Background: an optimization exercise with open tools, aiming at small area and a short achievable clock period. Do not read the settings as production practice. In this exercise RTL edits were held to simulation tests only and were not proved equivalent to the original. Power is estimated from default activity; no workload was simulated.

===== design/flow/flow/run.sh =====
#!/bin/bash
# The standard layout, with plain buf_1 cells as the port buffers instead of
# the delay cells buffer_ports picks by default. Every port still gets its
# own buffer.
set -euo pipefail
export BUFFER_PORTS_ARGS="-buffer_cell sky130_fd_sc_hd__buf_1"
export SETUP_SLACK_MARGIN=5
export SKIP_GATE_CLONING=1
bash standard.sh > standard_flow.log 2>&1

===== design/flow/standard.sh =====
#!/bin/bash
# synth_recipe.tcl (not shown) runs the flow's synth.tcl, then flattens the netlist and writes it again
# the make line also repeats each setting of config.mk as NAME=value (left out here)
make -C /OpenROAD-flow-scripts/flow DESIGN_CONFIG=/design/flow/config.mk WORK_HOME=/design/flow/orfs CLKGATE_MAP_FILE= SYNTH_SCRIPT=/design/flow/synth_recipe.tcl "${@:-finish}"

===== design/flow/config.mk =====
export PLATFORM = sky130hd
export DESIGN_NAME = norm_rnd
export DESIGN_NICKNAME = norm_rnd
export VERILOG_FILES = /design/flow/design.v
export SDC_FILE = /design/flow/constraint.sdc
export NUM_CORES = 4
export LEC_CHECK = 0
export ABC_AREA = 0
export CAP_MARGIN = 20
export CORE_MARGIN = 2
export CORE_UTILIZATION = 30
export SLEW_MARGIN = 20
export SYNTH_HIERARCHICAL = 1
export SYNTH_MINIMUM_KEEP_SIZE = 0
export TNS_END_PERCENT = 100

===== design/flow/constraint.sdc =====
create_clock -name core_clock -period 14.0 [get_ports {clk}]
set_input_delay 2.8000 -clock core_clock [delete_from_list [all_inputs] [get_ports {clk}]]
set_output_delay 2.8000 -clock core_clock [all_outputs]
set_load 0.01 [all_outputs]

===== design/flow/design.v =====
`timescale 1ns/1ps
`default_nettype none
module lead_zero_count
(
    input  wire  [105:0] fract,
    output logic [6:0]   count
);
    logic [127:0] x;
    logic [63:0]  v1;  logic [63:0]  c1;    
    logic [31:0]  v2;  logic [63:0]  c2;    
    logic [15:0]  v3;  logic [47:0]  c3;    
    logic [7:0]   v4;  logic [31:0]  c4;    
    logic [3:0]   v5;  logic [19:0]  c5;    
    logic [1:0]   v6;  logic [11:0]  c6;    
    assign x = {fract, 1'b1, 21'b0};
    always_comb
    begin
        for (int i = 0; i < 64; i++)
        begin
            v1[i] = x[2*i+1] | x[2*i];
            c1[i] = ~x[2*i+1];
        end
        for (int i = 0; i < 32; i++)
        begin
            v2[i] = v1[2*i+1] | v1[2*i];
            c2[2*i+:2] = v1[2*i+1] ? {1'b0, c1[2*i+1]} : {1'b1, c1[2*i]};
        end
        for (int i = 0; i < 16; i++)
        begin
            v3[i] = v2[2*i+1] | v2[2*i];
            c3[3*i+:3] = v2[2*i+1] ? {1'b0, c2[2*(2*i+1)+:2]} : {1'b1, c2[2*(2*i)+:2]};
        end
        for (int i = 0; i < 8; i++)
        begin
            v4[i] = v3[2*i+1] | v3[2*i];
            c4[4*i+:4] = v3[2*i+1] ? {1'b0, c3[3*(2*i+1)+:3]} : {1'b1, c3[3*(2*i)+:3]};
        end
        for (int i = 0; i < 4; i++)
        begin
            v5[i] = v4[2*i+1] | v4[2*i];
            c5[5*i+:5] = v4[2*i+1] ? {1'b0, c4[4*(2*i+1)+:4]} : {1'b1, c4[4*(2*i)+:4]};
        end
        for (int i = 0; i < 2; i++)
        begin
            v6[i] = v5[2*i+1] | v5[2*i];
            c6[6*i+:6] = v5[2*i+1] ? {1'b0, c5[5*(2*i+1)+:5]} : {1'b1, c5[5*(2*i)+:5]};
        end
        count = v6[1] ? {1'b0, c6[11:6]} : {1'b1, c6[5:0]};
    end
endmodule
`default_nettype wire
`timescale 1ns/1ps
`default_nettype none
module normalizer
(
    input  wire  [105:0] fract_in,
    input  wire  [10:0]  exp_in,
    output logic [52:0]  trunc_n_out,  
    output logic         guard_n_out,  
    output logic         sticky_out,   
    output logic [10:0]  exp_out,      
    output logic [10:0]  exp_inc_out,  
    output logic         denorm_out,
    output logic         kill_out,     
    output logic         exp_ovf_out,  
    output logic         exp_top_out   
);
    logic [10:0]  e1;        
    logic [6:0]   lz;
    logic [6:0]   sh;        
    logic [6:0]   bit_gt;    
    logic         limited;   
    assign e1 = {exp_in[10:1], exp_in[0] | ~|exp_in[10:1]};
    lead_zero_count u_lzc
    (
        .fract (fract_in),
        .count (lz)
    );
    logic [6:0] bit_lt;      
    logic [7:0] gt_above;    
    logic [7:0] lt_above;
    always_comb
    begin
        for (int k = 0; k < 7; k++)
        begin
            bit_gt[k] = lz[k] & ~e1[k];
            bit_lt[k] = ~lz[k] & e1[k];
        end
        for (int k = 0; k <= 7; k++)
        begin
            gt_above[k] = 1'b0;
            lt_above[k] = |e1[10:7];
            for (int j = k; j < 7; j++)
            begin
                logic no_lt, no_gt;
                no_lt = 1'b1;
                no_gt = 1'b1;
                for (int i = j + 1; i < 7; i++)
                begin
                    no_lt = no_lt & ~bit_lt[i];
                    no_gt = no_gt & ~bit_gt[i];
                end
                gt_above[k] = gt_above[k] | (~|e1[10:7] & bit_gt[j] & no_lt);
                lt_above[k] = lt_above[k] | (bit_lt[j] & no_gt);
            end
        end
        for (int k = 0; k < 7; k++)
            sh[k] = lt_above[k+1] ? lz[k] : gt_above[k+1] ? e1[k] : (lz[k] & e1[k]);
        limited = gt_above[0];
    end
    logic [52:0] trunc_n;
    logic        guard_n;
    norm_shift u_shift
    (
        .fract     (fract_in),
        .sh        (sh),
        .sh_n      (~sh),
        .trunc_n   (trunc_n),
        .guard_n   (guard_n),
        .sticky    (sticky_out)
    );
    assign trunc_n_out = trunc_n;
    assign guard_n_out = guard_n;
    assign denorm_out  = limited;
    assign exp_out     = exp_in + 11'd1 - {4'b0, sh};
    assign exp_inc_out = exp_in + 11'd2 - {4'b0, sh};
    assign kill_out    = ~|exp_in & ~fract_in[105] & ~fract_in[104];
    assign exp_ovf_out = fract_in[105] & (&exp_in[10:1]);
    assign exp_top_out = (&exp_in[10:2]) &
                         ((fract_in[105] & (exp_in[1:0] == 2'd1 | exp_in[1:0] == 2'd2)) |
                          (~fract_in[105] & fract_in[104] & exp_in[1]) |
                          (fract_in[105:103] == 3'b001 & exp_in[1:0] == 2'd3));
endmodule
module norm_shift
(
    input  wire  [105:0] fract,
    input  wire  [6:0]   sh,
    input  wire  [6:0]   sh_n,
    output logic [52:0]  trunc_n,    
    output logic         guard_n,    
    output logic         sticky      
);
    function automatic logic [105:0] step(input logic [105:0] d, input logic s,
                                          input logic s_n, input int k, input int lo,
                                          input logic pos);
        logic [105:0] q;
        q = '0;
        for (int i = 0; i < 106; i++)
        begin
            if (i < lo)
                q[i] = 1'b0;
            else if (i >= 106 - k)
            begin
                if (i < k)
                    q[i] = ~d[i];
                else if (pos)
                    q[i] = ~(d[i] | (s & d[i-k]));
                else
                    q[i] = ~(d[i] & (s_n | d[i-k]));
            end
            else if (i >= k)
                q[i] = ~((d[i-k] | s_n) & (d[i] | s));
            else if (pos)
                q[i] = ~(d[i] & s_n);
            else
                q[i] = ~(d[i] | s);
        end
        step = q;
    endfunction
    logic [105:0] q6, q5, q4, q3, q2, q1, q0;    
    logic [5:0]   drop;
    always_comb
    begin
        q6 = step(fract, sh[6], sh_n[6], 64, 0,  1'b1);
        q5 = step(q6,    sh[5], sh_n[5], 32, 21, 1'b0);
        q4 = step(q5,    sh[4], sh_n[4], 16, 37, 1'b1);
        q3 = step(q4,    sh[3], sh_n[3], 8,  45, 1'b0);
        q2 = step(q3,    sh[2], sh_n[2], 4,  49, 1'b1);
        q1 = step(q2,    sh[1], sh_n[1], 2,  51, 1'b0);
        q0 = step(q1,    sh[0], sh_n[0], 1,  52, 1'b1);
        drop[5] = sh_n[5] & (~&q6[20:1] | (~q6[0] & |sh[4:0]));
        drop[4] = sh_n[4] & |q5[36:21];
        drop[3] = sh_n[3] & ~&q4[44:37];
        drop[2] = sh_n[2] & |q3[48:45];
        drop[1] = sh_n[1] & ~&q2[50:49];
        drop[0] = sh_n[0] & q1[51];
    end
    assign trunc_n = q0[105:53];
    assign guard_n = q0[52];
    assign sticky  = |drop;
endmodule
`default_nettype wire
`timescale 1ns/1ps
`default_nettype none
module rounder
(
    input  wire          clk,
    input  wire          reset,
    input  wire          sign,
    input  wire  [1:0]   r_mode,
    input  wire  [52:0]  in_trunc_n,   
    input  wire          in_guard_n,   
    input  wire          in_sticky,
    input  wire  [10:0]  in_exp,       
    input  wire  [10:0]  in_exp_inc,   
    input  wire          in_denorm,
    input  wire          in_kill,
    input  wire          in_exp_ovf,
    input  wire          in_exp_top,   
    output logic [52:0]  fract_out,
    output logic [10:0]  exp_out,
    output logic         dn_out,
    output logic         ine_out,
    output logic         overflow_out,
    output logic         infinite_out
);
    logic [52:0] in_trunc;
    logic        in_guard;
    logic        inexact;
    logic        round_inc;
    logic        carry;
    logic [52:0] fract_rnd;
    logic        overflow;
    logic        to_inf;
    logic [52:0] fract_next;
    logic [10:0] exp_next;
    assign in_trunc = ~in_trunc_n;
    assign in_guard = ~in_guard_n;
    assign inexact  = in_guard | in_sticky;
    always_comb
    begin
        case (r_mode)
            2'd0:    round_inc = in_guard & (in_sticky | in_trunc[0]);
            2'd1:    round_inc = 1'b0;
            2'd2:    round_inc = inexact & ~sign;
            default: round_inc = inexact & sign;
        endcase
    end
    logic [7*53-1:0] pre;
    logic [52:0]     all;
    always_comb
    begin
        pre[52:0] = in_trunc;
        for (int l = 1; l < 7; l++)
            for (int i = 0; i < 53; i++)
                if (((i >> (l - 1)) & 1) == 1)
                    pre[53*l + i] = pre[53*(l-1) + i] &
                                    pre[53*(l-1) + ((i >> (l - 1)) << (l - 1)) - 1];
                else
                    pre[53*l + i] = pre[53*(l-1) + i];
        all = pre[7*53-1:6*53];
    end
    assign carry     = round_inc & all[52];
    assign fract_rnd = (in_trunc ^ ({53{round_inc}} & {all[51:0], 1'b1})) | {carry, 52'b0};
    assign overflow = in_exp_ovf | (carry & in_exp_top);
    assign to_inf   = overflow & ((r_mode == 2'd0) | ((r_mode == 2'd2) & ~sign) |
                                  ((r_mode == 2'd3) & sign));
    always_comb
    begin
        if (to_inf | in_kill)
            fract_next = '0;
        else if (overflow)
            fract_next = '1;
        else
            fract_next = fract_rnd;
        if (to_inf)
            exp_next = 11'h7FF;
        else if (overflow)
            exp_next = 11'h7FE;
        else if (in_kill)
            exp_next = 11'd1;
        else
            exp_next = carry ? in_exp_inc : in_exp;
    end
    always_ff @(posedge clk)
    begin
        if (reset)
        begin
            fract_out    <= '0;
            exp_out      <= '0;
            dn_out       <= 1'b0;
            ine_out      <= 1'b0;
            overflow_out <= 1'b0;
            infinite_out <= 1'b0;
        end
        else
        begin
            fract_out    <= fract_next;
            exp_out      <= exp_next;
            dn_out       <= in_denorm;
            ine_out      <= (inexact & ~in_kill) | overflow;
            overflow_out <= overflow;
            infinite_out <= to_inf;
        end
    end
endmodule
`default_nettype wire
`timescale 1ns/1ps
`default_nettype none
module norm_rnd
(
    input  wire          clk,
    input  wire          reset,
    input  wire  [105:0] fract_in,
    input  wire  [10:0]  exp_in,
    input  wire          sign,
    input  wire  [1:0]   r_mode,
    output logic [52:0]  fract_out,
    output logic [10:0]  exp_out,
    output logic         dn_out,
    output logic         ine_out,
    output logic         overflow_out,
    output logic         infinite_out
);
    logic [52:0] nb_trunc_n;
    logic        nb_guard_n;
    logic        nb_sticky;
    logic [10:0] nb_exp;
    logic [10:0] nb_exp_inc;
    logic        nb_denorm;
    logic        nb_kill;
    logic        nb_exp_ovf;
    logic        nb_exp_top;
    normalizer u_normalizer
    (
        .fract_in    (fract_in),
        .exp_in      (exp_in),
        .trunc_n_out (nb_trunc_n),
        .guard_n_out (nb_guard_n),
        .sticky_out  (nb_sticky),
        .exp_out     (nb_exp),
        .exp_inc_out (nb_exp_inc),
        .denorm_out  (nb_denorm),
        .kill_out    (nb_kill),
        .exp_ovf_out (nb_exp_ovf),
        .exp_top_out (nb_exp_top)
    );
    rounder u_rounder
    (
        .clk          (clk),
        .reset        (reset),
        .sign         (sign),
        .r_mode       (r_mode),
        .in_trunc_n   (nb_trunc_n),
        .in_guard_n   (nb_guard_n),
        .in_sticky    (nb_sticky),
        .in_exp       (nb_exp),
        .in_exp_inc   (nb_exp_inc),
        .in_denorm    (nb_denorm),
        .in_kill      (nb_kill),
        .in_exp_ovf   (nb_exp_ovf),
        .in_exp_top   (nb_exp_top),
        .fract_out    (fract_out),
        .exp_out      (exp_out),
        .dn_out       (dn_out),
        .ine_out      (ine_out),
        .overflow_out (overflow_out),
        .infinite_out (infinite_out)
    );
endmodule
`default_nettype wire

==> flow_results.org, run 1 <==
** Yosys
- Flip-flop and latch count after synthesis :: 68
- Cells after synthesis :: 1293
- In this run, synthesis inferred 0 flip-flops with an integrated enable.
- Xor/xnor share of the synthesized area :: 3.61%
- The Yosys step of the flow raised 10 warnings.
- The synthesized design spends more area on one cell type than any other, namely sky130_fd_sc_hd__dfxtp_1.
- The synthesized netlist contains 90 unique library cells.
- Among all flip-flop cells after synthesis, the most frequent one is sky130_fd_sc_hd__dfxtp_1.
- Top-area cell type share of the netlist area :: 14.8%
- Synth Area in Adders :: 4.07%
- Summing the areas of all compound-gate instances in the mapped netlist gives 47.6% of the synthesized area.
- The mapped netlist covers 9220 µm².
- By area the synthesized netlist is led by sky130_fd_sc_hd__dfxtp_1 15%, sky130_fd_sc_hd__o22ai_1 12%, sky130_fd_sc_hd__a21oi_1 5.8%, sky130_fd_sc_hd__o21ai_0 4.1%, sky130_fd_sc_hd__ha_1 3.5%.
- Share of synthesized registers carrying an async set or reset :: 0%
- Post-synthesis mux area share :: 1.25%
- When the netlist entered floorplanning its net count stood at 1443.
- Post-synthesis average cell area :: 7.13 µm²
- Share of the yosys chip area belonging to registers :: 14.8%
- Of the total synthesized cell area, the portion taken by AND, OR, NAND and NOR gates is 21.7%.
- By area, the combinational part of the netlist is dominated by compound AO/OA/AOI/OAI gates.

** Finish
- Final Util :: 36.9%
- The post-route netlist has 12.5% of its cells at a drive strength greater than 1.
- Area of the multi-input gates :: 7620 µm²
- Commonest non-fill, non-tap cells in the layout :: 182 x sky130_fd_sc_hd__buf_1, 178 x sky130_fd_sc_hd__o22ai_1, 104 x sky130_fd_sc_hd__a21oi_1, 75 x sky130_fd_sc_hd__o21ai_0, 68 x sky130_fd_sc_hd__dfxtp_1
- Fill cells in the final layout number 3333.
- Syn-to-layout area delta :: 21.8%
- In the final layout, flip-flops and latches occupy 1360 µm².
- Total number of nets in the final design :: 1589
- The library cell used most frequently in the layout, excluding fill and tap cells, is sky130_fd_sc_hd__buf_1.
- The repair_antennas step left the layout with diodes totalling 0.

** Clocking
- After clock tree synthesis, the clock-pin slew on the worst setup and hold paths is 0.06 ns.
- In this run the clock root is driven by a sky130_fd_sc_hd__clkbuf_16.
- The clock net in this run drives a total of 68 sinks.
- CTS tree :: yes
- No sink is reached through more buffers than the 2 on the longest clock path.
- The clock tree synthesis step divided the H-tree into 3 levels.
- Hold-fix buffers, CTS :: 0
- Clock buffers created by TritonCTS :: 9

** Critical path
- Along the worst path, the maximum fanout reaches 39.
- Required time at the endpoint of the critical path :: 14.20 ns
- The worst setup path is launched from an input pin.
- On the worst path, the slowest cell contributes a delay of 0.61 ns.
- Setup CP Type :: input pin to register
- Critical-path cell with the highest stage delay :: sky130_fd_sc_hd__or4_4
- Critical path arrival :: 9.06 ns
- Worst setup EP type :: register

** Pwr
- Power spread over the standard cell area amounts to 69.2 nW/µm².
- Worst supply voltage drop on vdd :: 0.0519 mV
- Static Leak :: 3.91 nW

** STA
- Across all setup checks in the final design, the least slack found is 5.14 ns.
- The smallest clock period supported by the final layout is computed as 8.86 ns.
- Actual transition at the worst max-transition pin :: 0.840 ns
- Normalized max-slew margin :: 43.8%
- After routing, the total negative slack on setup checks comes to 0 ns.
- FMAX :: 113 MHz
- Final setup violation count :: 0
- Post-Route Hold Slack :: 2.79 ns
- The final-report max-slew violation count is 0.
- The number of failing hold endpoints at the final stage came to 0.
- The worst path uses 63.3% of the clock period.
- Setup repair after global routing left no endpoint under its margin.

** Route
- In this run, the number of DRC markers left after iteration 0 of detailed routing was 1659.
- Via total after detailed routing :: 11800
- Average routed wire per standard cell :: 23.5 µm
- Vias per std cell :: 6.44
- The routed design has 43200 µm of wire.
- Before antenna repair, the detailed router went through 6 iterations.
- DRC violation count after routing :: 0
- The detail route stage leaves a number of antenna-violating nets equal to 0.

** Run status
- Status :: complete, no violations

** Floorplanning
- Starting Density :: 30.3%
- The floorplan step defined a die boundary enclosing 32100 µm².
- In this run the vertical extent of the chip is 179 µm.
- Placeable core region :: 30400 µm²
- For this design the top-level I/O count stands at 190.
- Die X :: 179 µm
- Row Count :: 64

** Global route
- The first global-routing pass estimated 63600 µm of wire.
- Pin count of the biggest net entering global routing :: 66
- The via count of the first global-routing pass was 10800.
- Global routing consumed, over all layers together, 25.6% of the routing resources.
- Initial antenna violation count :: 1
- The total overflow left after global routing is 0.

** Place
- HPWL reported at the end of detailed placement :: 33200 µm
- At the end of routability-driven placement, the weighted congestion stood at 0.997.
- In this run the tool buffered the top-level ports with 189 buffer cells.
- At the placement stage, the worst setup path has a slack of 2.64 ns.

** Flow run
- Max-cap violation count :: 0

** Hold path
- Path class of the lowest-slack min-delay path :: input pin to register
- Counting instances, the worst hold path has a depth of 2.
==> cell families after synthesis <==
family	Yosys count
muxes	11
buffers and inverters	156
DFF	68
adders and majority gates	29
and+or+nand+nor	351
xor gates and xnor gates	38
AOI/OAI and AO/OA	640
==> per-module statistics from Yosys (local to each module, per instance), a selection <==
module / copies in the design / area (µm²) / cells inside
lead_zero_count: 1 / 1210 / 203
rounder: 1 / 3090 / 352
norm_shift: 1 / 3590 / 553
normalizer: 1 / 1320 / 185
==> critical path, delay by kind of cell <==
family | cells | cell delay, ns
simple gates | 13 | 2.96
compound gates | 10 | 2.61
buf+inv | 4 | 0.68
==> cell usage after synthesis, types with 6 or more instances <==
cell type	count
sky130_fd_sc_hd__clkbuf_1	67
sky130_fd_sc_hd__nand3b_1	12
sky130_fd_sc_hd__dfxtp_1	68
sky130_fd_sc_hd__o211ai_1	14
sky130_fd_sc_hd__nor2b_1	42
sky130_fd_sc_hd__a211o_1	19
sky130_fd_sc_hd__o21a_1	10
sky130_fd_sc_hd__o22ai_1	180
sky130_fd_sc_hd__o21ai_0	76
sky130_fd_sc_hd__nand2_1	51
sky130_fd_sc_hd__or3_1	9
sky130_fd_sc_hd__a221o_1	19
sky130_fd_sc_hd__a221oi_1	9
sky130_fd_sc_hd__a21o_1	18
sky130_fd_sc_hd__o31ai_1	17
sky130_fd_sc_hd__nand3_1	22
sky130_fd_sc_hd__o2bb2ai_1	18
sky130_fd_sc_hd__nor2_1	68
sky130_fd_sc_hd__o21bai_1	8
sky130_fd_sc_hd__o31a_1	7
sky130_fd_sc_hd__nor3_1	29
sky130_fd_sc_hd__or2_2	7
sky130_fd_sc_hd__o221ai_1	10
sky130_fd_sc_hd__a22o_1	28
sky130_fd_sc_hd__xor2_1	17
sky130_fd_sc_hd__o21ai_2	7
sky130_fd_sc_hd__a21oi_1	106
sky130_fd_sc_hd__buf_1	12
sky130_fd_sc_hd__buf_2	17
sky130_fd_sc_hd__inv_1	47
sky130_fd_sc_hd__a211oi_1	6
sky130_fd_sc_hd__nor4_1	36
sky130_fd_sc_hd__or4_1	11
sky130_fd_sc_hd__ha_1	26
sky130_fd_sc_hd__o22a_1	13
sky130_fd_sc_hd__xnor2_1	21
sky130_fd_sc_hd__o21ai_1	15
sky130_fd_sc_hd__a2bb2oi_1	9
sky130_fd_sc_hd__mux2i_1	10
sky130_fd_sc_hd__nand2b_1	21
==> state kept, by name, indices dropped and copies added (netlist names) <==
| name | count |
|---|---|
| u_rounder.dn_out | 1 |
| u_rounder.exp_out | 11 |
| u_rounder.fract_out | 53 |
| u_rounder.ine_out | 1 |
| u_rounder.infinite_out | 1 |
| u_rounder.overflow_out | 1 |
==> layer usage <==
layer	vias to the layer above	GRT usage, %	wire [µm]
met5	-	0	13
met4	2	8.57	1570
met3	120	3.77	3710
met2	683	42.0	19900
met1	5618	34.2	18000
li1	5418	-	-
==> final timing paths <==
| path | start | end | slack (ns) |
|---|---|---|---|
| max | fract_in[25] | u_rounder.fract_out[15]$_SDFF_PP0_ | 5.14 |
| min | reset | u_rounder.dn_out$_SDFF_PP0_ | 2.79 |
==> per-stage QoR <==
stage          cell area, µm²  total power [mW]  cells
2_1_floorplan            9220             0.411   1293
3_3_place_gp            10200             0.521   1790
3_5_place_dp            10200             0.521   1790
4_1_cts                 10800             0.765   1819
5_1_grt                 11200             0.817   1840
6_report                11200             0.776   1840
==> power breakdown <==
group	switching (mW)	internal, mW
clock	0.0853	0.153
combinational	0.205	0.114
sequential	0.00511	0.213
==> layout make-up <==
type | count | share of cell area, %
well taps | 396 | 4.42
multi-input cells | 1069 | 67.9
clock inverters | 4 | 0.491
flip-flops and latches | 68 | 12.1
clock buffers | 12 | 2.38
inverters | 52 | 1.82
repair buffers | 239 | 10.9
==> timing repair <==
action | 4_1_cts | 5_1_grt
cloned | 0 | 0
setup buffers | 13 | 21
resized for setup | 48 | 58
setup endpoints to repair | 67 | 67
pin swaps | 7 | 16
==> run 2, diff against run 1 <==
--- a/design/flow/design.v
+++ b/design/flow/design.v
@@ -140,44 +140,17 @@
     output logic         guard_n,    
     output logic         sticky      
 );
-    function automatic logic [105:0] step(input logic [105:0] d, input logic s,
-                                          input logic s_n, input int k, input int lo,
-                                          input logic pos);
-        logic [105:0] q;
-        q = '0;
-        for (int i = 0; i < 106; i++)
-        begin
-            if (i < lo)
-                q[i] = 1'b0;
-            else if (i >= 106 - k)
-            begin
-                if (i < k)
-                    q[i] = ~d[i];
-                else if (pos)
-                    q[i] = ~(d[i] | (s & d[i-k]));
-                else
-                    q[i] = ~(d[i] & (s_n | d[i-k]));
-            end
-            else if (i >= k)
-                q[i] = ~((d[i-k] | s_n) & (d[i] | s));
-            else if (pos)
-                q[i] = ~(d[i] & s_n);
-            else
-                q[i] = ~(d[i] | s);
-        end
-        step = q;
-    endfunction
     logic [105:0] q6, q5, q4, q3, q2, q1, q0;    
     logic [5:0]   drop;
+    shift_step #(.K(64), .LO(0),  .POS(1)) u_s6 (.d(fract), .s(sh[6]), .s_n(sh_n[6]), .q(q6));
+    shift_step #(.K(32), .LO(21), .POS(0)) u_s5 (.d(q6),    .s(sh[5]), .s_n(sh_n[5]), .q(q5));
+    shift_step #(.K(16), .LO(37), .POS(1)) u_s4 (.d(q5),    .s(sh[4]), .s_n(sh_n[4]), .q(q4));
+    shift_step #(.K(8),  .LO(45), .POS(0)) u_s3 (.d(q4),    .s(sh[3]), .s_n(sh_n[3]), .q(q3));
+    shift_step #(.K(4),  .LO(49), .POS(1)) u_s2 (.d(q3),    .s(sh[2]), .s_n(sh_n[2]), .q(q2));
+    shift_step #(.K(2),  .LO(51), .POS(0)) u_s1 (.d(q2),    .s(sh[1]), .s_n(sh_n[1]), .q(q1));
+    shift_step #(.K(1),  .LO(52), .POS(1)) u_s0 (.d(q1),    .s(sh[0]), .s_n(sh_n[0]), .q(q0));
     always_comb
     begin
-        q6 = step(fract, sh[6], sh_n[6], 64, 0,  1'b1);
-        q5 = step(q6,    sh[5], sh_n[5], 32, 21, 1'b0);
-        q4 = step(q5,    sh[4], sh_n[4], 16, 37, 1'b1);
-        q3 = step(q4,    sh[3], sh_n[3], 8,  45, 1'b0);
-        q2 = step(q3,    sh[2], sh_n[2], 4,  49, 1'b1);
-        q1 = step(q2,    sh[1], sh_n[1], 2,  51, 1'b0);
-        q0 = step(q1,    sh[0], sh_n[0], 1,  52, 1'b1);
         drop[5] = sh_n[5] & (~&q6[20:1] | (~q6[0] & |sh[4:0]));
         drop[4] = sh_n[4] & |q5[36:21];
         drop[3] = sh_n[3] & ~&q4[44:37];
@@ -189,6 +162,42 @@
     assign guard_n = q0[52];
     assign sticky  = |drop;
 endmodule
+module shift_step
+#(
+    parameter int K   = 1,
+    parameter int LO  = 0,
+    parameter bit POS = 1'b1
+)
+(
+    input  wire  [105:0] d,
+    input  wire          s,
+    input  wire          s_n,
+    output logic [105:0] q
+);
+    always_comb
+    begin
+        for (int i = 0; i < 106; i++)
+        begin
+            if (i < LO)
+                q[i] = 1'b0;
+            else if (i >= 106 - K)
+            begin
+                if (i < K)
+                    q[i] = ~d[i];
+                else if (POS)
+                    q[i] = ~(d[i] | (s & d[i-K]));
+                else
+                    q[i] = ~(d[i] & (s_n | d[i-K]));
+            end
+            else if (i >= K)
+                q[i] = ~((d[i-K] | s_n) & (d[i] | s));
+            else if (POS)
+                q[i] = ~(d[i] & s_n);
+            else
+                q[i] = ~(d[i] | s);
+        end
+    end
+endmodule
 `default_nettype wire
 `timescale 1ns/1ps
 `default_nettype none
--- a/design/flow/flow/run.sh
+++ b/design/flow/flow/run.sh
@@ -4,6 +4,6 @@
 # own buffer.
 set -euo pipefail
 export BUFFER_PORTS_ARGS="-buffer_cell sky130_fd_sc_hd__buf_1"
-export SETUP_SLACK_MARGIN=5
+export SETUP_SLACK_MARGIN=5.5
 export SKIP_GATE_CLONING=1
 bash standard.sh > standard_flow.log 2>&1
==> run 2 against run 1 <==
- critical path type unchanged
- first-iteration DRC count decreased by 24%
- combinational power increased by 5%
- cell area increased by 8.4%
- largest power group unchanged
- still clean on timing, DRC and antenna
- setup slack improved by 0.51 ns
==> flow_results.org, run 2 <==
** Clocking
- The count of hold buffers inserted by post-cts repair is 0 (unchanged).
- The number of H-tree levels was 3 (unchanged).
- Maximum buffer depth of the clock tree :: 2 (unchanged)
- The total number of clock tree sinks is 68 (unchanged).
- Clock buffers created by TritonCTS :: 9 (unchanged)
- CTS Root Cell :: sky130_fd_sc_hd__clkbuf_16
- Clock Pin Slew Worst Setup and Hold Paths :: 0.05 ns (about the same)
- CTS tree :: yes

** Finish
- Most common cell after layout, fill and taps aside :: sky130_fd_sc_hd__o22ai_1
- Total number of nets in the final design :: 1657 (+4.3%)
- Number of flip-flops in the largest register :: 53 (unchanged)
- The final instance area is 12200 µm² (+8.4%).
- Filler Cell Count :: 3342 (+0.27%)
- From synthesis to final layout, the design area changed by 26.9%.
- Ratio of cells with drive above 1 in the final layout :: 23.7% (+11 points)
- Commonest non-fill, non-tap cells in the layout :: 221 x sky130_fd_sc_hd__o22ai_1, 181 x sky130_fd_sc_hd__buf_1, 102 x sky130_fd_sc_hd__a21oi_1, 85 x sky130_fd_sc_hd__nand2_1, 77 x sky130_fd_sc_hd__o22ai_2
- The register with the most flip-flops in the final layout is u_rounder.fract_out.
- In the final layout, the registers with the most flip-flops are u_rounder.fract_out (53), u_rounder.exp_out (11).

** STA
- The final-report max-slew violation count was 0 (unchanged).
- The final total negative setup slack was 0 ns (unchanged).
- Hold Violations, Final :: 0 (unchanged)
- Actual transition at the worst max-transition pin :: 0.939 ns (+0.0991 ns)
- Normalized max-slew margin :: 37.1% (-6.7 points)
- The setup-violating endpoint count in the final report came to 0 (unchanged).
- The minimum period implied by the final worst setup slack is 8.35 ns (-0.510 ns).
- Portion of the clock cycle consumed by the worst path in the final layout :: 59.6% (-3.6 points)
- The upper clock frequency limit was 120 MHz (+6.1%).
- Unrepaired setup endpoints after global routing :: yes

** Yosys
- The synthesized netlist net count was 1488 (+3.1%).
- Total standard cell area after synthesis :: 9580 µm² (+4.0%)
- Yosys synthesis warning count :: 17 (+7)
- The synthesized instance count was 1338 (+3.5%).
- The average cell area after synthesis came to 7.16 µm² (+0.49%).

** Global route
- The maximum number of pins on one net before global-route repair was 78 (+18%).
- The overall overflow remaining after global route is 0 (unchanged).
- The via count of the first global-routing pass came to 10900 (+0.55%).
- The global-route wire length before repair is 62600 µm (-1.6%).
- The initial antenna violation count came to 0 (-1).
- Overall Global Routing Usage :: 23.6% (-2.0 points)

** Place
- Port-buffer cells :: 189 (unchanged)
- HPWL reported at the end of detailed placement :: 32000 µm (-3.7%)
- The global placement routability congestion came to 1.01 (+0.88%).
- Placed cell area :: 10100 µm² (-1.0%)

** Pwr
- The maximum vdd drop was 0.0560 mV (+7.9%).
- The static leakage power is 4.30 nW (+10%).
- NetSw :: 298 µW (+0.79%)
- Proportion of total power due to net switching :: 37.3% (-0.81 points)
- Portion of total power attributed to the clock network :: 30.8% (about the same)
- Fraction of power consumed by combinational cells :: 41.8% (+0.7 points)
- Sequential power share :: 27.4% (-0.7 points)
- The power density over cell area came to 65.8 nW/µm² (-5.0%).
- The internal portion of total power was 501 µW (+4.3%).

** Route
- The number of nets with antenna violations after routing was 0 (unchanged).
- Average routed wire per standard cell :: 22.3 µm (-5.0%)
- The total length of routed wires is 42700 µm (-1.1%).
- The initial DRC count is 1259 (-24%).
- The average vias per placed instance is 6.24 (-3.1%).
- Via total after detailed routing :: 11900 (+0.85%)
- The number of search-and-repair iterations in the first detailed-routing pass is 5 (-1).
- DRC violation count after routing :: 0 (unchanged)

** Floorplanning
- The width of the chip came to 183 µm (+1.9%).
- Number of top-level pins :: 190 (unchanged)
- Starting Density :: 30.4% (+0.16 points)
- The total die area came to 33400 µm² (+3.9%).
- The chip height is 183 µm (+1.9%).
- The floorplan core area is 31500 µm² (+3.4%).
- Row Count :: 65 (+1.6%)

** Critical path
- STA classifies the critical path startpoint as an input pin.
- STA classifies the critical path endpoint as a register.
- By instance count, the cell type seen most on the critical path is sky130_fd_sc_hd__o22ai_1.
- Critical path arrival :: 8.57 ns (-0.49 ns)
- Setup CP Type :: input pin to register
- Largest fanout on the critical path :: 19 (-51%)
- Required time at the endpoint of the critical path :: 14.22 ns (+0.02 ns)
- Critical-path cell with the highest stage delay :: sky130_fd_sc_hd__or4_4
- The biggest cell delay along the critical path is 0.55 ns (-0.06 ns).

** Hold path
- Worst Hold Path EP :: u_rounder.ine_out$_SDFF_PP0_
- Worst Min Path Start :: reset
- The number of cells traversed by the worst hold path came to 2 (unchanged).
- Path class of the lowest-slack min-delay path :: input pin to register

** Run status
- Status :: complete, no violations

** Flow run
- The max-capacitance violation count is 0 (unchanged).
==> run 2: layout make-up <==
cell class              instances  area, µm²  area share (%)
clock buffers                  13        260            2.14
repair buffers                270       1610            13.2
flip-flops and latches         68       1360            11.2
well taps                     402        503            4.14
clock inverters                 3       68.8           0.566
multi-input cells            1092       8090            66.6
inverters                      66        264            2.17
diodes                          1       2.50          0.0206
==> run 2: through the flow <==
stage / hold slack, ns / util [%] / std cells / worst slack, ns / power, mW
final: 2.83 / 38.6 / 1915 / 5.65 / 0.800
after global routing: 2.85 / 38.6 / 1914 / 5.42 / 0.844
after CTS: 2.84 / 35.0 / 1870 / 5.49 / 0.777
after detailed placement: 3.19 / 32.0 / 1834 / 2.97 / 0.518
after global placement: 3.19 / 32.0 / 1834 / 3.12 / 0.517
after floorplan: 2.87 / - / 1338 / 5.90 / 0.422
==> run 2: worst max path at each step <==
stage	startpoint	end	slack, ns	depth (start not counted)
5_1_grt	fract_in[37]	u_rounder.exp_out[0]$_SDFF_PP0_	5.42	27
4_1_cts	fract_in[104]	u_rounder.fract_out[39]$_SDFF_PP0_	5.49	25
3_5_place_dp	fract_in[20]	u_rounder.fract_out[39]$_SDFF_PP0_	2.97	26
6_report	fract_in[87]	u_rounder.exp_out[0]$_SDFF_PP0_	5.65	30
3_3_place_gp	fract_in[20]	u_rounder.fract_out[43]$_SDFF_PP0_	3.12	26
2_1_floorplan	fract_in[100]	u_rounder.fract_out[9]$_SDFF_PP0_	5.90	25
==> run 2: timing repair <==
item                                    4_1_cts  5_1_grt
hold endpoints to repair                      0        0
endpoints found under the setup margin       67       67
gates resized for setup                      93      153
pin swaps                                     7       26
setup buffers                                20       44
==> run 2: power groups by stage <==
stage	Clock, mW	Combinational, mW	Sequential (mW)
after CTS	0.252	0.305	0.220
after floorplan	0	0.190	0.233
after global placement	0	0.293	0.224
after detailed placement	0	0.294	0.224
after global routing	0.261	0.362	0.221
final	0.246	0.335	0.219
==> run 2: routing by layer <==
layer | vias up | wire (µm) | track usage (%)
li1 | 5533 | - | -
met3 | 100 | 2770 | 3.09
met4 | 0 | 1330 | 6.58
met2 | 543 | 20300 | 40.4
met5 | - | 0 | 0
met1 | 5766 | 18400 | 31.1
==> run 2: critical path, delay by kind of cell <==
family                   cells  cell delay, ns
buffers and inverters       12            1.53
adder cells (fa/ha/maj)      1            0.32
AO/OA/AOI/OAI                6            1.60
AND/OR/NAND/NOR             11            2.28
==> run 3, diff against run 2 <==
--- a/design/flow/flow/run.sh
+++ b/design/flow/flow/run.sh
@@ -4,6 +4,6 @@
 # own buffer.
 set -euo pipefail
 export BUFFER_PORTS_ARGS="-buffer_cell sky130_fd_sc_hd__buf_1"
-export SETUP_SLACK_MARGIN=5.5
+export SETUP_SLACK_MARGIN=4.75
 export SKIP_GATE_CLONING=1
 bash standard.sh > standard_flow.log 2>&1
==> run 3 against run 2 <==
- non-clock buffer count down 49
- utilization down 4.2 points
- still clean on timing, DRC and antenna
- largest cell class unchanged
- highest routed layer unchanged
- sequential share of layout area up 1.4 points
==> flow_results.org, run 3 <==
** STA
- The final-layout worst hold slack is 2.82 ns (-0.00415 ns).
- Portion of the clock cycle consumed by the worst path in the final layout :: 63.8% (+4.2 points)
- Unrepaired setup endpoints after global routing :: yes
- The final total negative setup slack came to 0 ns (unchanged).
- Pins over their slew limit :: 0 (unchanged)
- The number of failing hold endpoints at the final stage was 0 (unchanged).
- The setup-violating endpoint count in the final report is 0 (unchanged).
- Normalized max-slew margin :: 37.8% (+0.69 points)
- Shortest period the worst path allows :: 8.94 ns (+0.589 ns)
- Actual transition at the worst max-transition pin :: 0.909 ns (-0.0304 ns)
- FMAX :: 112 MHz (-6.6%)

** Route
- The number of nets with antenna violations after routing is 0 (unchanged).
- The initial DRC count is 1154 (-8.3%).
- Uppermost metal layer occupied by signal nets :: met4
- The detailed-route via count came to 11600 (-3.0%).
- Vias per std cell :: 6.21 (-0.38%)
- DR WL met3 :: 2770 µm (unchanged)
- Number of detailed-routing iterations run before antenna repair :: 5 (unchanged)
- DRC violation count after routing :: 0 (unchanged)
- The total length of routed wires came to 40000 µm (-6.4%).
- The wire length on met2 is 18900 µm (-6.5%).
- Average routed wire per standard cell :: 21.4 µm (-3.9%)
- The met1 wire length is 17200 µm (-6.5%).

** Floorplanning
- Row Count :: 65 (unchanged)
- Placeable core region :: 31500 µm² (unchanged)
- The starting density of the core was 30.4% (unchanged).
- Die Outline Area :: 33400 µm² (unchanged)
- Die X :: 183 µm (unchanged)
- The number of I/O pins came to 190 (unchanged).
- Height of the die :: 183 µm (unchanged)

** Global route
- The maximum number of pins on one net before global-route repair is 78 (unchanged).
- Overall Global Routing Usage :: 22.8% (-0.83 points)
- Wire length of the first global-routing pass :: 60400 µm (-3.5%)
- The via count of the first global-routing pass came to 10500 (-3.5%).
- Overflow left after global routing :: 0 (unchanged)
- Initial antenna violation count :: 0 (unchanged)

** Yosys
- The synthesized instance count came to 1338 (unchanged).
- The area of the mapped netlist came to 9580 µm² (unchanged).
- Post-synthesis average cell area :: 7.16 µm² (unchanged)
- The synthesized netlist net count is 1488 (unchanged).
- The yosys synthesis warning count came to 17 (unchanged).

** Finish
- Commonest non-fill, non-tap cells in the layout :: 280 x sky130_fd_sc_hd__o22ai_1, 188 x sky130_fd_sc_hd__buf_1, 105 x sky130_fd_sc_hd__a21oi_1, 85 x sky130_fd_sc_hd__nand2_1, 77 x sky130_fd_sc_hd__nor2_1
- Leaving out fill and tap cells, the most frequent cell in the layout is sky130_fd_sc_hd__o22ai_1.
- Diode count :: 0 (-1)
- In the final layout, the registers with the most flip-flops are u_rounder.fract_out (53), u_rounder.exp_out (11).
- Total number of nets in the final design :: 1608 (-3.0%)
- The fill cell total of the finished layout is 3443 (+3.0%).
- Ranked by flip-flop count, first place goes to u_rounder.fract_out.
- The flip-flop count of the largest register, all copies and words added was 53 (unchanged).
- Ratio of cells with drive above 1 in the final layout :: 12.8% (-11 points)
- The final instance count without filler cells came to 1865 (-2.6%).
- Relative to the synthesized area, the layout overhead comes to 13.0%.

** Critical path
- Largest delay share family, worst path :: simple AND/OR/NAND/NOR gates
- Worst setup EP type :: register
- Setup CP Type :: input pin to register
- Counting stages on the worst path, the most repeated cell is sky130_fd_sc_hd__buf_4.
- The biggest cell delay along the critical path is 0.65 ns (+0.10 ns).
- The buffering stage count on the worst path with inverters included was 5 (-7).
- Category of the worst setup path launch point :: input pin
- Largest fanout on the critical path :: 55 (+36)
- The slowest stage of the critical path belongs to the cell sky130_fd_sc_hd__or4_4.
- The signal arrival time at the worst endpoint is 9.18 ns (+0.61 ns).
- The required time at the endpoint of the critical path is 14.24 ns (+0.02 ns).

** Hold path
- The number of cells traversed by the worst hold path was 2 (unchanged).
- The path with the worst hold slack has its endpoint at u_rounder.ine_out$_SDFF_PP0_.
- In this run the most critical hold path is launched from reset.
- The tightest min-delay check is of the input pin to register type.

** Clocking
- Number of clock sinks seen by CTS :: 68 (unchanged)
- The total CTS buffers is 9 (unchanged).
- Maximum buffer depth of the clock tree :: 2 (unchanged)
- Clock Pin Slew Worst Setup and Hold Paths :: 0.05 ns (about the same)
- TritonCTS built the clock tree.
- The number of H-tree levels is 3 (unchanged).
- The tree is rooted in a sky130_fd_sc_hd__clkbuf_16.

** Pwr
- The power density over cell area is 71.1 nW/µm² (+8.1%).
- The static leakage power came to 3.78 nW (-12%).
- Worst supply voltage drop on vdd :: 0.0543 mV (-3.0%)

** Flow run
- Max-cap violation count :: 0 (unchanged)

** Place
- HPWL reported at the end of detailed placement :: 32000 µm (unchanged)
- The total of buffers placed on input and output ports is 189 (unchanged).
- The total placed cells including tap cells came to 1834 (unchanged).
- Final weighted congestion in routability-driven placement :: 1.01 (unchanged)

** Run status
- Status :: complete, no violations
-- run 3: repair_timing --
action                                 in CTS  in global routing
pin swaps                                   1                  2
hold buffers                                0                  0
gates resized for setup                    28                 38
setup endpoints to repair                  67                 66
endpoints found under the hold margin       0                  0
setup buffers                               3                 12
-- run 3: report_power, final --
| part | total [mW] | switching [mW] | leakage [nW] | internal, mW |
|---|---|---|---|---|
| Clock | 0.245 | 0.0794 | 0.160 | 0.166 |
| Combinational | 0.306 | 0.198 | 3.05 | 0.108 |
| Sequential | 0.219 | 0.00552 | 0.567 | 0.213 |
-- run 3: worst max path at each step --
stage | from | end | slack, ns | cells past startpoint
after floorplan | fract_in[100] | u_rounder.fract_out[9]$_SDFF_PP0_ | 5.90 | 25
after global routing | fract_in[104] | u_rounder.exp_out[10]$_SDFF_PP0_ | 4.71 | 26
after CTS | fract_in[104] | u_rounder.fract_out[39]$_SDFF_PP0_ | 4.76 | 26
after detailed placement | fract_in[20] | u_rounder.fract_out[39]$_SDFF_PP0_ | 2.97 | 26
final | fract_in[104] | u_rounder.fract_out[39]$_SDFF_PP0_ | 5.06 | 25
after global placement | fract_in[20] | u_rounder.fract_out[43]$_SDFF_PP0_ | 3.12 | 26
-- run 3: metal layers --
metal / GRT usage (%) / vias up
met4: 6.16 / 0
met3: 2.69 / 75
met5: 0 / -
met1: 30.4 / 5559
li1: - / 5435
met2: 38.9 / 517
-- run 3: area by class of cell --
| cell class | instances | area, µm² | area share [%] |
|---|---|---|---|
| multi-input cells | 1092 | 7340 | 67.8 |
| flip-flops and latches | 68 | 1360 | 12.6 |
| repair buffers | 221 | 1040 | 9.57 |
| well taps | 402 | 503 | 4.64 |
| clock buffers | 13 | 260 | 2.40 |
| inverters | 66 | 256 | 2.37 |
| clock inverters | 3 | 68.8 | 0.635 |
-- run 3: stage by stage --
step | area (µm²) | setup WS [ns] | power [mW] | utilization [%]
global route | 10800 | 4.71 | 0.816 | 34.4
floorplan | 9580 | 5.90 | 0.422 | -
CTS | 10500 | 4.76 | 0.770 | 33.5
finish | 10800 | 5.06 | 0.770 | 34.4
detailed placement | 10100 | 2.97 | 0.518 | 32.0
global placement | 10100 | 3.12 | 0.517 | 32.0
==> run 4, diff against run 3 <==
--- a/design/flow/flow/run.sh
+++ b/design/flow/flow/run.sh
@@ -4,6 +4,6 @@
 # own buffer.
 set -euo pipefail
 export BUFFER_PORTS_ARGS="-buffer_cell sky130_fd_sc_hd__buf_1"
-export SETUP_SLACK_MARGIN=4.75
+export SETUP_SLACK_MARGIN=5
 export SKIP_GATE_CLONING=1
 bash standard.sh > standard_flow.log 2>&1
--- a/design/flow/config.mk
+++ b/design/flow/config.mk
@@ -5,7 +5,7 @@
 export SDC_FILE = /design/flow/constraint.sdc
 export NUM_CORES = 4
 export LEC_CHECK = 0
-export ABC_AREA = 0
+export ABC_AREA = 1
 export CAP_MARGIN = 20
 export CORE_MARGIN = 2
 export CORE_UTILIZATION = 30
==> run 4 against run 3 <==
- synthesized cell count grew 110%
- synthesized area up 43%
- highest routed layer unchanged
- combinational power is 22% higher
- largest cell class unchanged
- sequential power hardly changed
- first-iteration DRC count down 1.7%
- still clean
- fmax up 7.7%
- largest power group unchanged
- clock-buffer cell count shrank 3
- critical endpoint is now u_rounder.fract_out[52]$_SDFF_PP0_
- via count grew 33%
- clock power about the same
- global-route usage is 3.6 points lower
- total power grew 9.1%
- sequential share of layout area is 3.4 points lower
==> flow_results.org, run 4 <==
** STA
- The upper clock frequency limit was 120 MHz (+7.7%).
- Final setup violation count :: 0 (unchanged)
- Portion of the clock cycle consumed by the worst path in the final layout :: 59.3% (-4.6 points)
- Hold Violations, Final :: 0 (unchanged)
- The transition at the pin with the smallest max-transition slack came to 1.05 ns (+0.138 ns).
- The tightest slew margin relative to the limit was 29.5% (-8.3 points).
- The minimum period implied by the final worst setup slack is 8.30 ns (-0.638 ns).
- The final total negative setup slack came to 0 ns (unchanged).
- The final-report max-slew violation count came to 0 (unchanged).
- Unrepaired setup endpoints after global routing :: no

** Finish
- The fraction of layout instances using a drive strength above 1 came to 7.55% (-5.2 points).
- Diode count :: 0 (unchanged)
- Final Util :: 32.7% (-1.7 points)
- The final instance count without filler cells came to 3502 (+88%).
- In the layout the commonest cells are 1227 x sky130_fd_sc_hd__nand2_1, 580 x sky130_fd_sc_hd__inv_1, 269 x sky130_fd_sc_hd__nor2_1, 189 x sky130_fd_sc_hd__buf_1, 93 x sky130_fd_sc_hd__nand3_1.
- Ranked by flip-flop count, first place goes to u_rounder.fract_out.
- Number of flip-flops in the largest register :: 53 (unchanged)
- Most common cell after layout, fill and taps aside :: sky130_fd_sc_hd__nand2_1
- Total number of nets in the final design :: 3047 (+89%)
- Syn-to-layout area delta :: 8.03%
- The largest registers in the layout are u_rounder.fract_out (53), u_rounder.exp_out (11).
- The final instance area came to 14800 µm² (+36%).

** Floorplanning
- The total die area is 47300 µm² (+42%).
- Number of top-level pins :: 190 (unchanged)
- The width of the chip came to 217 µm (+19%).
- Starting Density :: 30.3% (-0.19 points)
- The row count is 78 (+20%).
- The floorplan core area is 45200 µm² (+44%).
- The chip height is 217 µm (+19%).

** Critical path
- Setup CP Type :: input pin to register
- Worst path buffer plus inverter count :: 13 (+8)
- The worst setup path is launched from an input pin.
- Largest fanout on the critical path :: 55 (unchanged)
- Counting stages on the worst path, the most repeated cell is sky130_fd_sc_hd__nand2_1.
- Number of stages on the worst setup path :: 46 (+84%)
- Critical-path cell with the highest stage delay :: sky130_fd_sc_hd__nand2_1
- On the critical path the largest part of the delay comes from simple AND/OR/NAND/NOR gates.
- The most critical setup path has its endpoint at u_rounder.fract_out[52]$_SDFF_PP0_.
- The signal arrival time at the worst endpoint came to 8.51 ns (-0.67 ns).
- Required time at the endpoint of the critical path :: 14.21 ns (-0.03 ns)
- The worst setup path is captured at a register.
- Largest stage delay on the critical path :: 0.50 ns (-0.15 ns)
- Origin of the worst setup path :: fract_in[105]

** Route
- Post-route ant nets :: 0 (unchanged)
- Starting DRC count in detailed routing :: 1134 (-1.7%)
- Number of detailed-routing iterations run before antenna repair :: 7 (+2)
- Final WL :: 45800 µm (+15%)
- Via total after detailed routing :: 15400 (+33%)
- The average wire per cell in the routed design came to 13.1 µm (-39%).
- DRC violation count after routing :: 0 (unchanged)
- Vias per std cell :: 4.39 (-29%)

** Yosys
- Cells after synthesis :: 2784 (+110%)
- The average cell area after synthesis is 4.91 µm² (-31%).
- Total standard cell area after synthesis :: 13700 µm² (+43%)
- Yosys synthesis warning count :: 17 (unchanged)
- The synthesized netlist net count came to 2934 (+97%).

** Hold path
- The worst hold path belongs to the class input pin to register.

** Pwr
- The power density over cell area came to 56.9 nW/µm² (-20%).
- Static Leak :: 9.26 nW (+150%)
- Worst supply voltage drop on vdd :: 0.0471 mV (-13%)
- The total chip power came to 840 µW (+9.1%).

** Clocking
- The maximum count of clock buffers along a single path was 2 (unchanged).
- H-tree level count :: 3 (unchanged)
- CTS tree :: yes
- The clock input transition at the sequential cells of the worst setup and hold paths came to 0.06 ns (about the same).
- CTS Root Cell :: sky130_fd_sc_hd__clkbuf_16
- The total number of clock tree sinks was 68 (unchanged).
- The total CTS buffers was 9 (unchanged).

** Place
- HPWL reported at the end of detailed placement :: 38700 µm (+21%)
- The total of buffers placed on input and output ports is 189 (unchanged).
- Placed cell count :: 3478 (+90%)
- Placed cell area :: 14300 µm² (+42%)
- The global placement routability congestion was 1.01 (+0.37%).

** Run status
- The flow ran to the end and the layout has no timing, DRC or antenna violations.

** Global route
- The via count of the first global-routing pass is 13900 (+32%).
- The maximum number of pins on one net before global-route repair was 57 (-27%).
- Initial antenna violation count :: 0 (unchanged)
- The global-route wire length before repair was 73200 µm (+21%).
- The overall overflow remaining after global route is 0 (unchanged).
- Overall Global Routing Usage :: 19.2% (-3.6 points)

** Flow run
- Max-cap violation count :: 0 (unchanged)
## run 4: cell count changes in the layout (fill, tap and decap cells not counted), sizes merged, moves of 16 or more
cell	before	now
inv	65	602
nand4	11	31
nor2	79	306
o22ai	309	5
nor4	34	2
or4	16	0
nor3	32	7
xnor2	21	2
nand2b	16	0
nand3	22	102
nand2	87	1300
buf	220	202
a21oi	147	99
o31ai	19	0
## run 4: layer usage
metal / part of all wire (%) / global-route usage [%] / vias to the layer above
met5: 0 / 0 / -
met4: 2.2 / 4.75 / 0
met3: 5.2 / 1.97 / 41
met2: 44 / 30.9 / 396
met1: 49 / 27.3 / 6609
li1: - / - / 8318
## run 4: area by class of cell
cell class              count  area, µm²
clock inverters             6       86.3
repair buffers            202        835
well taps                 600        751
flip-flops and latches     68       1360
fillers                  5433      30400
inverters                 602       2300
clock buffers              10        239
multi-input cells        2014       9200
## run 4: where the power goes
group	internal [mW]	switching (mW)	leakage [nW]
Clock	0.161	0.0873	0.159
Combinational	0.114	0.260	8.54
Sequential	0.213	0.00490	0.567
## run 4: how the worst min path moves through the flow
stage | from | to | slack (ns) | cells past startpoint
after floorplan | reset | u_rounder.dn_out$_SDFF_PP0_ | 2.87 | 1
after global placement | reset | u_rounder.dn_out$_SDFF_PP0_ | 3.13 | 2
after detailed placement | reset | u_rounder.dn_out$_SDFF_PP0_ | 3.12 | 2
after CTS | reset | u_rounder.dn_out$_SDFF_PP0_ | 2.76 | 2
after global routing | reset | u_rounder.dn_out$_SDFF_PP0_ | 2.80 | 2
final | reset | u_rounder.dn_out$_SDFF_PP0_ | 2.78 | 2
## run 4: what timing repair did
| action | in CTS | in global routing |
|---|---|---|
| pin swaps | 1 | 1 |
| gates resized for setup | 5 | 10 |
| hold buffers | 0 | 0 |
| hold endpoints to repair | 0 | 0 |
| endpoints found under the setup margin | 67 | 67 |
| setup buffers | 1 | 7 |
## run 4: metrics by stage
| stage | worst slack [ns] | hold WS, ns |
|---|---|---|
| 2_1_floorplan | 7.21 | 2.87 |
| 3_3_place_gp | 3.60 | 3.13 |
| 3_5_place_dp | 3.45 | 3.12 |
| 4_1_cts | 5.27 | 2.76 |
| 5_1_grt | 5.04 | 2.80 |
| 6_report | 5.70 | 2.78 |
==> run 5, diff against run 4 <==
--- a/design/flow/config.mk
+++ b/design/flow/config.mk
@@ -5,10 +5,11 @@
 export SDC_FILE = /design/flow/constraint.sdc
 export NUM_CORES = 4
 export LEC_CHECK = 0
-export ABC_AREA = 1
+export ABC_AREA = 0
 export CAP_MARGIN = 20
 export CORE_MARGIN = 2
 export CORE_UTILIZATION = 30
+export PLACE_DENSITY = 0.8
 export SLEW_MARGIN = 20
 export SYNTH_HIERARCHICAL = 1
 export SYNTH_MINIMUM_KEEP_SIZE = 0
==> run 5 against run 4 <==
- sequential power about the same
- global-route usage up 3.8 points
- still clean on timing, DRC and antenna
- synthesized area down 30%
- largest cell class unchanged
==> flow_results.org, run 5 <==
** Run status
- The flow ran to the end and the layout has no timing, DRC or antenna violations.

** Global route
- The overall overflow remaining after global route came to 0 (unchanged).
- Pin count of the biggest net entering global routing :: 78 (+37%)
- The overall track demand over capacity in global routing is 23.0% (+3.8 points).
- Wire length of the first global-routing pass :: 60900 µm (-17%)
- Via count of the first global-routing pass :: 10800 (-22%)
- The initial antenna violation count was 0 (unchanged).

** Critical path
- Setup CP Type :: input pin to register
- Origin of the worst setup path :: fract_in[105]
- The highest net fanout along the worst path is 38 (-31%).
- The required time at the endpoint of the critical path was 14.25 ns (+0.04 ns).
- The worst setup path is captured at a register.
- Category of the worst setup path launch point :: input pin
- The signal arrival time at the worst endpoint is 8.98 ns (+0.47 ns).

** Pwr
- NetSw :: 294 µW (-17%)
- The clock network fraction of design power is 30.4% (+0.9 points).
- The switching part of the total came to 38.4% (-3.5 points).
- Total power :: 765 µW (-8.9%)
- The static leakage power is 3.86 nW (-58%).
- The power density over cell area is 69.1 nW/µm² (+22%).
- The relative contribution of combinational cells to total power came to 41.0% (-3.5 points).
- The internal portion of total power is 472 µW (-3.4%).
- The share of power burned in registers is 28.6% (+2.6 points).
- Worst supply voltage drop on vdd :: 0.0534 mV (+14%)

** Finish
- The area growth from synthesis to layout is 15.5%.
- Diode count :: 0 (unchanged)
- In the layout the commonest cells are 267 x sky130_fd_sc_hd__o22ai_1, 189 x sky130_fd_sc_hd__buf_1, 105 x sky130_fd_sc_hd__a21oi_1, 85 x sky130_fd_sc_hd__nand2_1, 77 x sky130_fd_sc_hd__nor2_1.
- Regs by FF count :: u_rounder.fract_out (53), u_rounder.exp_out (11)
- The count of nets after finishing came to 1618 (-47%).
- Number of flip-flops in the largest register :: 53 (unchanged)
- Filler Cell Count :: 3382 (-38%)
- Most common cell after layout, fill and taps aside :: sky130_fd_sc_hd__o22ai_1
- Post-route standard cell area excluding fillers :: 11100 µm² (-25%)
- The register with the most flip-flops in the final layout is u_rounder.fract_out.
- Ratio of cells with drive above 1 in the final layout :: 14.6% (+7.0 points)

** Floorplanning
- The floorplan core area is 31500 µm² (-30%).
- The chip height is 183 µm (-16%).
- The number of I/O pins came to 190 (unchanged).
- The total die area was 33400 µm² (-29%).
- The starting density of the core is 30.4% (+0.19 points).
- Die X :: 183 µm (-16%)
- The row count came to 65 (-17%).

** Yosys
- Total standard cell area after synthesis :: 9580 µm² (-30%)
- Yosys synthesis warning count :: 17 (unchanged)
- Cells after synthesis :: 1338 (-52%)
- Net count of the mapped netlist :: 1488 (-49%)
- Post-synthesis average cell area :: 7.16 µm² (+46%)

** Clocking
- The tree is rooted in a sky130_fd_sc_hd__clkbuf_16.
- Maximum buffer depth of the clock tree :: 2 (unchanged)
- TritonCTS built the clock tree.
- Clock buffers created by TritonCTS :: 9 (unchanged)
- The clock input transition at the sequential cells of the worst setup and hold paths came to 0.06 ns (about the same).
- Number of clock sinks seen by CTS :: 68 (unchanged)
- The number of H-tree levels is 3 (unchanged).
- The count of hold buffers inserted by post-cts repair came to 0 (unchanged).

** STA
- The final-report max-slew violation count is 0 (unchanged).
- Actual transition at the worst max-transition pin :: 1.01 ns (-0.0376 ns)
- Shortest period the worst path allows :: 8.74 ns (+0.435 ns)
- The final total negative setup slack is 0 ns (unchanged).
- The final cycle utilization of the critical path came to 62.4% (+3.1 points).
- Unrepaired setup endpoints after global routing :: no
- The upper clock frequency limit came to 114 MHz (-5.0%).
- The number of failing hold endpoints at the final stage was 0 (unchanged).
- Normalized max-slew margin :: 32.2% (+2.6 points)
- Final setup violation count :: 0 (unchanged)

** Hold path
- The worst hold path terminates at u_rounder.dn_out$_SDFF_PP0_.
- The number of cells traversed by the worst hold path came to 2 (unchanged).
- In this run the most critical hold path is launched from reset.
- The path class of the tightest hold or removal check is input pin to register.

** Place
- Placed cell area :: 10100 µm² (-29%)
- Final weighted congestion in routability-driven placement :: 0.997 (-1.2%)
- The HPWL after detailed placement is 32000 µm (-17%).
- Port-buffer cells :: 189 (unchanged)

** Route
- The average vias per placed instance was 6.27 (+43%).
- Post-route ant nets :: 0 (unchanged)
- The initial DRC count is 1263 (+11%).
- The total length of routed wires was 40900 µm (-11%).
- The average wire per cell in the routed design was 21.8 µm (+67%).
- The detailed-route via count came to 11800 (-23%).
- Number of detailed-routing iterations run before antenna repair :: 6 (-1)
- DRC violation count after routing :: 0 (unchanged)

** Flow run
- Max-cap violation count :: 0 (unchanged)
-- run 5: power by group through the flow --
| stage | registers [mW] | clock network (mW) | logic (mW) |
|---|---|---|---|
| after floorplan | 0.233 | 0 | 0.190 |
| after global placement | 0.224 | 0 | 0.294 |
| after detailed placement | 0.223 | 0 | 0.295 |
| after CTS | 0.219 | 0.238 | 0.299 |
| after global routing | 0.221 | 0.247 | 0.339 |
| final | 0.219 | 0.232 | 0.314 |
-- run 5: area by class of cell --
class | instances | area (µm²) | area share, %
clock inverters | 5 | 58.8 | 0.531
inverters | 66 | 253 | 2.28
repair buffers | 231 | 1190 | 10.7
well taps | 402 | 503 | 4.54
clock buffers | 11 | 253 | 2.28
flip-flops and latches | 68 | 1360 | 12.3
multi-input cells | 1092 | 7450 | 67.3
-- run 5: worst max-delay path, stage by stage --
cell	delay [ns]
sky130_fd_sc_hd__buf_1	0.19
sky130_fd_sc_hd__or4_4	0.62
sky130_fd_sc_hd__nand4bb_4	0.28
sky130_fd_sc_hd__nand2b_4	0.19
sky130_fd_sc_hd__nor3_4	0.29
sky130_fd_sc_hd__buf_4	0.21
sky130_fd_sc_hd__nor2b_4	0.05
sky130_fd_sc_hd__or2_4	0.24
sky130_fd_sc_hd__nand2_1	0.06
sky130_fd_sc_hd__and2_2	0.20
sky130_fd_sc_hd__clkinvlp_4	0.19
sky130_fd_sc_hd__buf_4	0.27
sky130_fd_sc_hd__o22ai_1	0.28
sky130_fd_sc_hd__o22ai_1	0.19
sky130_fd_sc_hd__o22ai_1	0.22
sky130_fd_sc_hd__o22ai_1	0.22
sky130_fd_sc_hd__o22ai_1	0.26
sky130_fd_sc_hd__o22ai_1	0.16
sky130_fd_sc_hd__nor3_1	0.38
sky130_fd_sc_hd__nand4_1	0.25
sky130_fd_sc_hd__nor4_2	0.34
sky130_fd_sc_hd__a31oi_2	0.15
sky130_fd_sc_hd__buf_12	0.21
sky130_fd_sc_hd__nand2b_4	0.22
sky130_fd_sc_hd__or2_4	0.36
sky130_fd_sc_hd__o21ai_0	0.12
-- run 5: routing by layer --
layer  global-route usage [%]  wire [µm]  share of wire [%]  up-vias
met2                     39.3      19300                 47      569
met1                     29.5      17400                 43     5621
li1                         -          -                  -     5470
met5                        0          0                  0        -
met3                     3.33       2630                6.4      100
met4                     7.84       1560                3.8        0
-- run 5: worst max path at each step --
| stage | endpoint | slack, ns | cells past startpoint |
|---|---|---|---|
| 6_report | u_rounder.fract_out[38]$_SDFF_PP0_ | 5.26 | 26 |
| 2_1_floorplan | u_rounder.fract_out[9]$_SDFF_PP0_ | 5.90 | 25 |
| 4_1_cts | u_rounder.exp_out[10]$_SDFF_PP0_ | 5.04 | 26 |
| 3_5_place_dp | u_rounder.fract_out[39]$_SDFF_PP0_ | 3.03 | 27 |
| 5_1_grt | u_rounder.fract_out[39]$_SDFF_PP0_ | 4.97 | 26 |
| 3_3_place_gp | u_rounder.fract_out[35]$_SDFF_PP0_ | 3.29 | 27 |
-- run 5: repair_timing --
item,4_1_cts,5_1_grt
hold endpoints to repair,0,0
setup endpoints to repair,67,66
pin swaps,1,8
buffers inserted,8,13
resized for setup,32,68
-- run 5: per-stage QoR --
stage | worst slack (ns) | util [%] | cells | hold WS [ns]
global placement | 3.29 | 32.1 | 1838 | 3.15
CTS | 5.04 | 33.7 | 1862 | 2.83
floorplan | 5.90 | - | 1338 | 2.87
finish | 5.26 | 35.2 | 1875 | 2.84
detailed placement | 3.03 | 32.1 | 1838 | 3.17
global route | 4.97 | 35.2 | 1875 | 2.85
==> run 6, diff against run 5 <==
--- a/design/flow/config.mk
+++ b/design/flow/config.mk
@@ -9,7 +9,6 @@
 export CAP_MARGIN = 20
 export CORE_MARGIN = 2
 export CORE_UTILIZATION = 30
-export PLACE_DENSITY = 0.8
 export SLEW_MARGIN = 20
 export SYNTH_HIERARCHICAL = 1
 export SYNTH_MINIMUM_KEEP_SIZE = 0
==> run 6 against run 5 <==
- still clean on timing, DRC and antenna
- global-route usage is essentially flat
- sequential power about the same
- routed wire length is 1.4% lower
- fmax decreased by 0.87%
- cell area fell by 1.1%
- worst hold slack worse by 0.014 ns
- combinational power down 2%
- synthesized cell count is the same
- die area unchanged
- flip-flop and latch count stayed put
==> flow_results.org, run 6 <==
** Run status
- Status :: complete, no violations

** Critical path
- The signal arrival time at the worst endpoint was 9.01 ns (+0.03 ns).
- STA classifies the critical path startpoint as an input pin.
- Required time at the endpoint of the critical path :: 14.20 ns (-0.05 ns)
- The highest net fanout along the worst path came to 43 (+13%).

** Finish
- Syn-to-layout area delta :: 14.3%
- Number of flip-flops in the largest register :: 53 (unchanged)
- The fill cell total of the finished layout was 3443 (+1.8%).
- Final std cells w/o fill :: 1872 (-0.16%)
- Commonest non-fill, non-tap cells in the layout :: 279 x sky130_fd_sc_hd__o22ai_1, 187 x sky130_fd_sc_hd__buf_1, 104 x sky130_fd_sc_hd__a21oi_1, 85 x sky130_fd_sc_hd__nand2_1, 77 x sky130_fd_sc_hd__nor2_1
- Diode count :: 0 (unchanged)
- Ratio of cells with drive above 1 in the final layout :: 13.7% (-0.85 points)
- Most common cell after layout, fill and taps aside :: sky130_fd_sc_hd__o22ai_1

** Place
- Placed cell count :: 1834 (-0.22%)
- The HPWL after detailed placement is 32000 µm (-0.14%).
- Port-buffer cells :: 189 (unchanged)
- Final weighted congestion in routability-driven placement :: 1.01 (+0.84%)

** Route
- Vias per std cell :: 6.20 (-1.2%)
- The number of nets with antenna violations after routing came to 0 (unchanged).
- DR WL met3 :: 2820 µm (+7.5%)
- Starting DRC count in detailed routing :: 1136 (-10%)
- The highest metal layer carrying signal wires in the routed design is met4.
- The total length of routed wires was 40300 µm (-1.4%).
- Met2 WL :: 19200 µm (-0.74%)

** Global route
- The initial antenna violation count came to 0 (unchanged).
- The global-route wire length before repair was 60800 µm (-0.15%).
- The overall overflow remaining after global route was 0 (unchanged).

** STA
- The tightest slew margin relative to the limit is 37.6% (+5.5 points).
- The number of failing hold endpoints at the final stage was 0 (unchanged).
- The upper clock frequency limit came to 113 MHz (-0.87%).
- Final setup violation count :: 0 (unchanged)
- The final total negative setup slack was 0 ns (unchanged).
- The transition at the pin with the smallest max-transition slack was 0.912 ns (-0.0978 ns).
- The minimum period implied by the final worst setup slack is 8.81 ns (+0.0763 ns).

** Yosys
- Total standard cell area after synthesis :: 9580 µm² (unchanged)
- Net count of the mapped netlist :: 1488 (unchanged)
- Post-synthesis average cell area :: 7.16 µm² (unchanged)
- The synthesized instance count is 1338 (unchanged).

** Clocking
- The root buffer cell chosen for the clock tree is sky130_fd_sc_hd__clkbuf_16.
- CTS tree :: yes

** Floorplanning
- Number of top-level pins :: 190 (unchanged)
- Placeable core region :: 31500 µm² (unchanged)
- Row Count :: 65 (unchanged)
- The total die area is 33400 µm² (unchanged).

** Hold path
- The number of cells traversed by the worst hold path is 2 (unchanged).
- For hold timing, the worst endpoint is u_rounder.ine_out$_SDFF_PP0_.

** Pwr
- The maximum vdd drop was 0.0545 mV (+2.0%).
- The power density over cell area was 70.4 nW/µm² (+1.9%).

** Flow run
- Max-cap violation count :: 0 (unchanged)
run 6: worst max path at each step:
stage	startpoint	to	slack [ns]	depth (start not counted)
3_5_place_dp	fract_in[20]	u_rounder.fract_out[39]$_SDFF_PP0_	2.97	26
4_1_cts	fract_in[101]	u_rounder.exp_out[10]$_SDFF_PP0_	5.03	25
5_1_grt	fract_in[20]	u_rounder.exp_out[10]$_SDFF_PP0_	4.92	27
3_3_place_gp	fract_in[20]	u_rounder.fract_out[43]$_SDFF_PP0_	3.12	26
2_1_floorplan	fract_in[100]	u_rounder.fract_out[9]$_SDFF_PP0_	5.90	25
6_report	fract_in[104]	u_rounder.exp_out[10]$_SDFF_PP0_	5.19	25
run 6: routing by layer:
layer | up-vias | track usage [%]
li1 | 5443 | -
met1 | 5554 | 30.6
met2 | 536 | 39.1
met3 | 69 | 2.71
met4 | 0 | 6.03
met5 | - | 0
run 6: per-stage QoR:
| stage | utilization (%) | setup slack, ns | total power [mW] | instance area (µm²) |
|---|---|---|---|---|
| after floorplan | - | 5.90 | 0.422 | 9580 |
| after global placement | 32.0 | 3.12 | 0.517 | 10100 |
| after detailed placement | 32.0 | 2.97 | 0.518 | 10100 |
| after CTS | 33.8 | 5.03 | 0.771 | 10600 |
| after global routing | 34.8 | 4.92 | 0.817 | 11000 |
| final | 34.8 | 5.19 | 0.771 | 11000 |
run 6: critical path, stage by stage:
cell,delay [ns]
sky130_fd_sc_hd__buf_2,0.16
sky130_fd_sc_hd__or4_4,0.61
sky130_fd_sc_hd__nand4bb_4,0.28
sky130_fd_sc_hd__nand2b_4,0.21
sky130_fd_sc_hd__nor3_4,0.11
sky130_fd_sc_hd__buf_4,0.18
sky130_fd_sc_hd__buf_4,0.14
sky130_fd_sc_hd__o21ai_2,0.05
sky130_fd_sc_hd__buf_4,0.27
sky130_fd_sc_hd__inv_6,0.43
sky130_fd_sc_hd__a21oi_2,0.15
sky130_fd_sc_hd__o22ai_1,0.35
sky130_fd_sc_hd__o22ai_1,0.24
sky130_fd_sc_hd__o22ai_1,0.27
sky130_fd_sc_hd__o22ai_1,0.15
sky130_fd_sc_hd__o22ai_1,0.24
sky130_fd_sc_hd__o22ai_1,0.18
sky130_fd_sc_hd__nor4_2,0.41
sky130_fd_sc_hd__nand4b_1,0.27
sky130_fd_sc_hd__nor4b_2,0.38
sky130_fd_sc_hd__nand3_2,0.26
sky130_fd_sc_hd__nor2_1,0.16
sky130_fd_sc_hd__buf_4,0.27
sky130_fd_sc_hd__mux2i_1,0.29
sky130_fd_sc_hd__o21ai_1,0.09
run 6: repair_timing:
| item | CTS | global route |
|---|---|---|
| buffers inserted | 5 | 17 |
| endpoints found under the setup margin | 67 | 66 |
| hold buffers | 0 | 0 |
| gates resized for setup | 46 | 36 |
| endpoints found under the hold margin | 0 | 0 |
| pin swaps | 1 | 5 |
run 6: area by class of cell:
class	instances	area, µm²	area share, %
multi-input cells	1092	7380	67.4
flip-flops and latches	68	1360	12.4
repair buffers	228	1120	10.2
well taps	402	503	4.59
clock buffers	13	260	2.38
inverters	66	256	2.34
clock inverters	3	68.8	0.628
run 6: report_power, final:
group          total [mW]  internal (mW)  leakage, nW  switching, mW
clock network       0.245          0.166        0.160         0.0794
registers           0.219          0.213        0.567        0.00553
logic               0.307          0.108         3.11          0.199
total               0.771          0.488         3.83          0.284
